This is an optimization exercise on Yosys and OpenROAD, whose aim is small area, not a production implementation. The RTL was checked by simulation tests, not by an equivalence proof against the original design. Power and IR drop assume default switching activity.

== main ==
==> flow/design.v <==
module bs_hold (
  input  logic q,
  input  logic k,
  input  logic d,
  input  logic w,
  output logic n
);
  assign n = (q & k) | (d & w);
endmodule
module bs_pick3 (
  input  logic [2:0] d,
  input  logic [2:0] s,
  output logic       y_n
);
  assign y_n = !(|(d & s));
endmodule
module bs_pick1 (
  input  logic d,
  input  logic s,
  output logic y_n
);
  assign y_n = !(d & s);
endmodule
module bs_nand4 (
  input  logic [3:0] a,
  output logic       y
);
  assign y = !(&a);
endmodule
module bs_nand2 (
  input  logic [1:0] a,
  output logic       y
);
  assign y = !(&a);
endmodule
module block_stager #(
  parameter int NUM_BUFS   = 2,
  parameter int BLOCK_SIZE = 256,
  parameter int DATA_W     = 8,
  parameter int ADDR_W     = 24,
  parameter logic [ADDR_W-1:0] BASE_ADDR = '0
) (
  input  logic                          clk,
  input  logic                          n_rst,
  input  logic [DATA_W-1:0]             in_data,
  input  logic                          in_valid,
  output logic                          in_ready,
  input  logic                          flush,
  output logic                          blk_valid,
  input  logic                          blk_ready,
  output logic [ADDR_W-1:0]             blk_addr,
  output logic [$clog2(BLOCK_SIZE):0]   blk_len,
  input  logic [$clog2(BLOCK_SIZE)-1:0] rd_addr,
  output logic [DATA_W-1:0]             rd_data,
  input  logic                          blk_release,
  output logic                          stream_done
);
  localparam logic [1:0] FREE     = 2'd0;
  localparam logic [1:0] FILLING  = 2'd1;
  localparam logic [1:0] READY    = 2'd2;
  localparam logic [1:0] DRAINING = 2'd3;
  localparam int GRP = 8;
  logic [1:0][1:0] bank_q, bank_d;
  logic            wr_q, wr_d;
  logic            rd_q, rd_d;
  logic            dr_q, dr_d;
  logic [7:0]      idx_q, idx_d;      
  logic [15:0]     blk_q, blk_d;      
  logic            rdy_q, rdy_d;
  logic            done_q, done_d;
  logic            end_q, end_d;      
  logic [7:0]      rdat_q, rdat_d;
  logic accept, draining, take, commit, all_free;
  always_comb begin
    bank_d = bank_q;
    wr_d   = wr_q;
    rd_d   = rd_q;
    dr_d   = dr_q;
    idx_d  = idx_q;
    blk_d  = blk_q;
    end_d  = end_q;
    commit = 1'b0;
    accept    = in_valid && rdy_q;
    draining  = bank_q[dr_q] == DRAINING;
    blk_valid = (bank_q[rd_q] == READY) && (!draining || blk_release);
    take      = blk_valid && blk_ready;
    if (draining && blk_release) bank_d[dr_q] = FREE;
    if (take) begin
      bank_d[rd_q] = DRAINING;
      dr_d  = rd_q;
      rd_d  = !rd_q;
      blk_d = blk_q + 16'd1;
    end
    if (accept) idx_d = idx_q + 8'd1;
    if (!end_q) begin
      if (accept && idx_q == 8'hff) begin
        commit = 1'b1;
      end else if (flush) begin
        if (accept || idx_q != 8'd0) commit = 1'b1;
        else if (bank_q[wr_q] == FILLING) bank_d[wr_q] = FREE;
      end
      if (flush) end_d = 1'b1;
    end
    if (commit) begin
      bank_d[wr_q] = READY;
      wr_d = !wr_q;
    end
    if (!end_d && bank_q[wr_d] == FREE) bank_d[wr_d] = FILLING;
    rdy_d = !end_d && (bank_d[wr_d] == FILLING);
    all_free = (bank_q[0] == FREE) && (bank_q[1] == FREE);
    done_d   = done_q || (end_q && all_free);
  end
  always_ff @(posedge clk or negedge n_rst) begin
    if (!n_rst) begin
      bank_q <= {FREE, FILLING};
      wr_q   <= 1'b0;
      rd_q   <= 1'b0;
      dr_q   <= 1'b0;
      idx_q  <= '0;
      blk_q  <= '0;
      rdy_q  <= 1'b1;
      done_q <= 1'b0;
      end_q  <= 1'b0;
    end else begin
      bank_q <= bank_d;
      wr_q   <= wr_d;
      rd_q   <= rd_d;
      dr_q   <= dr_d;
      idx_q  <= idx_d;
      blk_q  <= blk_d;
      rdy_q  <= rdy_d;
      done_q <= done_d;
      end_q  <= end_d;
    end
  end
  logic a_live_q, pend_q;
  logic rel_ok, copy;
  assign rel_ok = draining && blk_release;
  assign copy   = pend_q && (!a_live_q || rel_ok);
  always_ff @(posedge clk or negedge n_rst) begin
    if (!n_rst) begin
      a_live_q <= 1'b0;
      pend_q   <= 1'b0;
    end else begin
      a_live_q <= copy || (a_live_q && !rel_ok);
      pend_q   <= commit || (pend_q && !copy);
    end
  end
  logic [255:0][7:0]       a_q, a_d, b_q, b_d;
  logic [255:0]            wen;
  logic [256/GRP-1:0]      keep;
  logic                    a_keep, a_load;
  logic [255:0]            rsel;
  logic [7:0]              ok;      
  logic [15:0] whi, wlo;
  logic [15:0] rhi, rlo;
  always_comb begin
    for (int i = 0; i < 16; i++) begin
      whi[i] = accept && (idx_q[7:4] == 4'(i));
      wlo[i] = idx_q[3:0] == 4'(i);
      rhi[i] = rd_addr[7:4] == 4'(i);
      rlo[i] = rd_addr[3:0] == 4'(i);
    end
    for (int a = 0; a < 256; a++) begin
      wen[a]  = whi[a / 16] && wlo[a % 16];
      rsel[a] = rhi[a / 16] && rlo[a % 16];
    end
    for (int g = 0; g < 256 / GRP; g++) keep[g] = !wen[g * GRP];
    a_keep = !copy;
    a_load = copy;
  end
  always_ff @(posedge clk) begin
    a_q <= a_d;
    b_q <= b_d;
  end
  for (genvar a = 0; a < 256; a++) begin : g_row
    for (genvar k = 0; k < 8; k++) begin : g_bit
      bs_hold u_b (
        .q (b_q[a][k]),
        .k (keep[a / GRP]),
        .d (in_data[k]),
        .w (wen[a]),
        .n (b_d[a][k])
      );
      bs_hold u_a (
        .q (a_q[a][k]),
        .k (a_keep),
        .d (b_q[a][k]),
        .w (a_load),
        .n (a_d[a][k])
      );
    end
  end
  for (genvar k = 0; k < 8; k++) begin : g_rd
    logic [85:0] h1_n;   
    logic [21:0] h2;     
    for (genvar p = 0; p < 85; p++) begin : g_l1
      bs_pick3 u_g (
        .d   ({a_q[3*p+2][k], a_q[3*p+1][k], a_q[3*p][k]}),
        .s   (rsel[3*p+2:3*p]),
        .y_n (h1_n[p])
      );
    end
    bs_pick1 u_l1_last (.d (a_q[255][k]), .s (rsel[255]), .y_n (h1_n[85]));
    for (genvar p = 0; p < 21; p++) begin : g_l2
      bs_nand4 u_g (.a (h1_n[4*p+3:4*p]), .y (h2[p]));
    end
    bs_nand2 u_l2_last (.a (h1_n[85:84]), .y (h2[21]));
    assign ok[k] = |h2;
  end
  assign rdat_d = ok;
  always_ff @(posedge clk) rdat_q <= rdat_d;
  assign blk_addr    = {blk_q, 8'h00};
  assign blk_len     = (end_q && idx_q != 8'd0 && rd_q != wr_q) ? {1'b0, idx_q} : 9'd256;
  assign in_ready    = rdy_q;
  assign rd_data     = rdat_q;
  assign stream_done = done_q;
endmodule
make LEC_CHECK=0 CAP_MARGIN=20 CORE_MARGIN=2 CORE_UTILIZATION=62 CTS_BUF_LIST=sky130_fd_sc_hd__clkbuf_16 CTS_CLUSTER_DIAMETER=100 CTS_CLUSTER_SIZE=22 SETUP_SLACK_MARGIN=0.4 SLEW_MARGIN=20 SYNTH_HIERARCHICAL=1 SYNTH_MINIMUM_KEEP_SIZE=0 finish   # period 5.0 ns
run.sh (not shown) runs the stock make flow with config.mk's settings and CLKGATE_MAP_FILE= SYNTH_SCRIPT=/design/flow/synth_recipe.tcl, a recipe that flattens the netlist after the stock synthesis.
The following lists how the feature branch was set up differently from main:
Settings: CTS_CLUSTER_DIAMETER: 100 -> 60; SETUP_SLACK_MARGIN: 0.4 -> 0.6; CTS_CLUSTER_SIZE: 22 -> 20.
## What came out
Any difference in relative contribution of combinational cells to total power between main and the feature branch is small enough to ignore.
Final critical-path required period in the feature branch is 280 ps lower than in main
The feature branch gives more number of clock buffer instances in the layout than main did.
main → the feature branch: reported clock group power shows an increase of about 7%, overall routed net length shows no meaningful change, power shows an increase of 1.2 mW.

static timing again, ports no longer ideal:
In the flow no input, the clock included, has a driving cell. The finished layouts below were timed again as built, in two steps. Step 1 (the two cells are an assumption about what drives the block):
set clk [get_ports {clk}]
set_driving_cell -lib_cell sky130_fd_sc_hd__clkbuf_16 $clk
set_driving_cell -lib_cell sky130_fd_sc_hd__buf_2 [delete_from_list [all_inputs] $clk]
Step 2 also shifts input and output timing later by t, the mid clock arrival at the registers, as if the neighbouring blocks saw the same clock. Three values: ideal, step 1, step 2; two values: the first two.
| run | t, ns | setup WS [ns] | hold slack, ns |
|---|---|---|---|
| main | 0.968 | 0.195 / 0.267 / -0.702 | 0.198 / 0.125 / 0.456 |
| the feature branch | 0.984 | 0.477 / 0.545 / -0.439 | 0.177 / 0.104 / 0.455 |
With both steps, setup timing fails in main and the feature branch, where it was met with ideal ports. The setup slack of the feature branch, which loses most, moves by +0.068 ns with the drivers and by -0.916 ns with both steps.
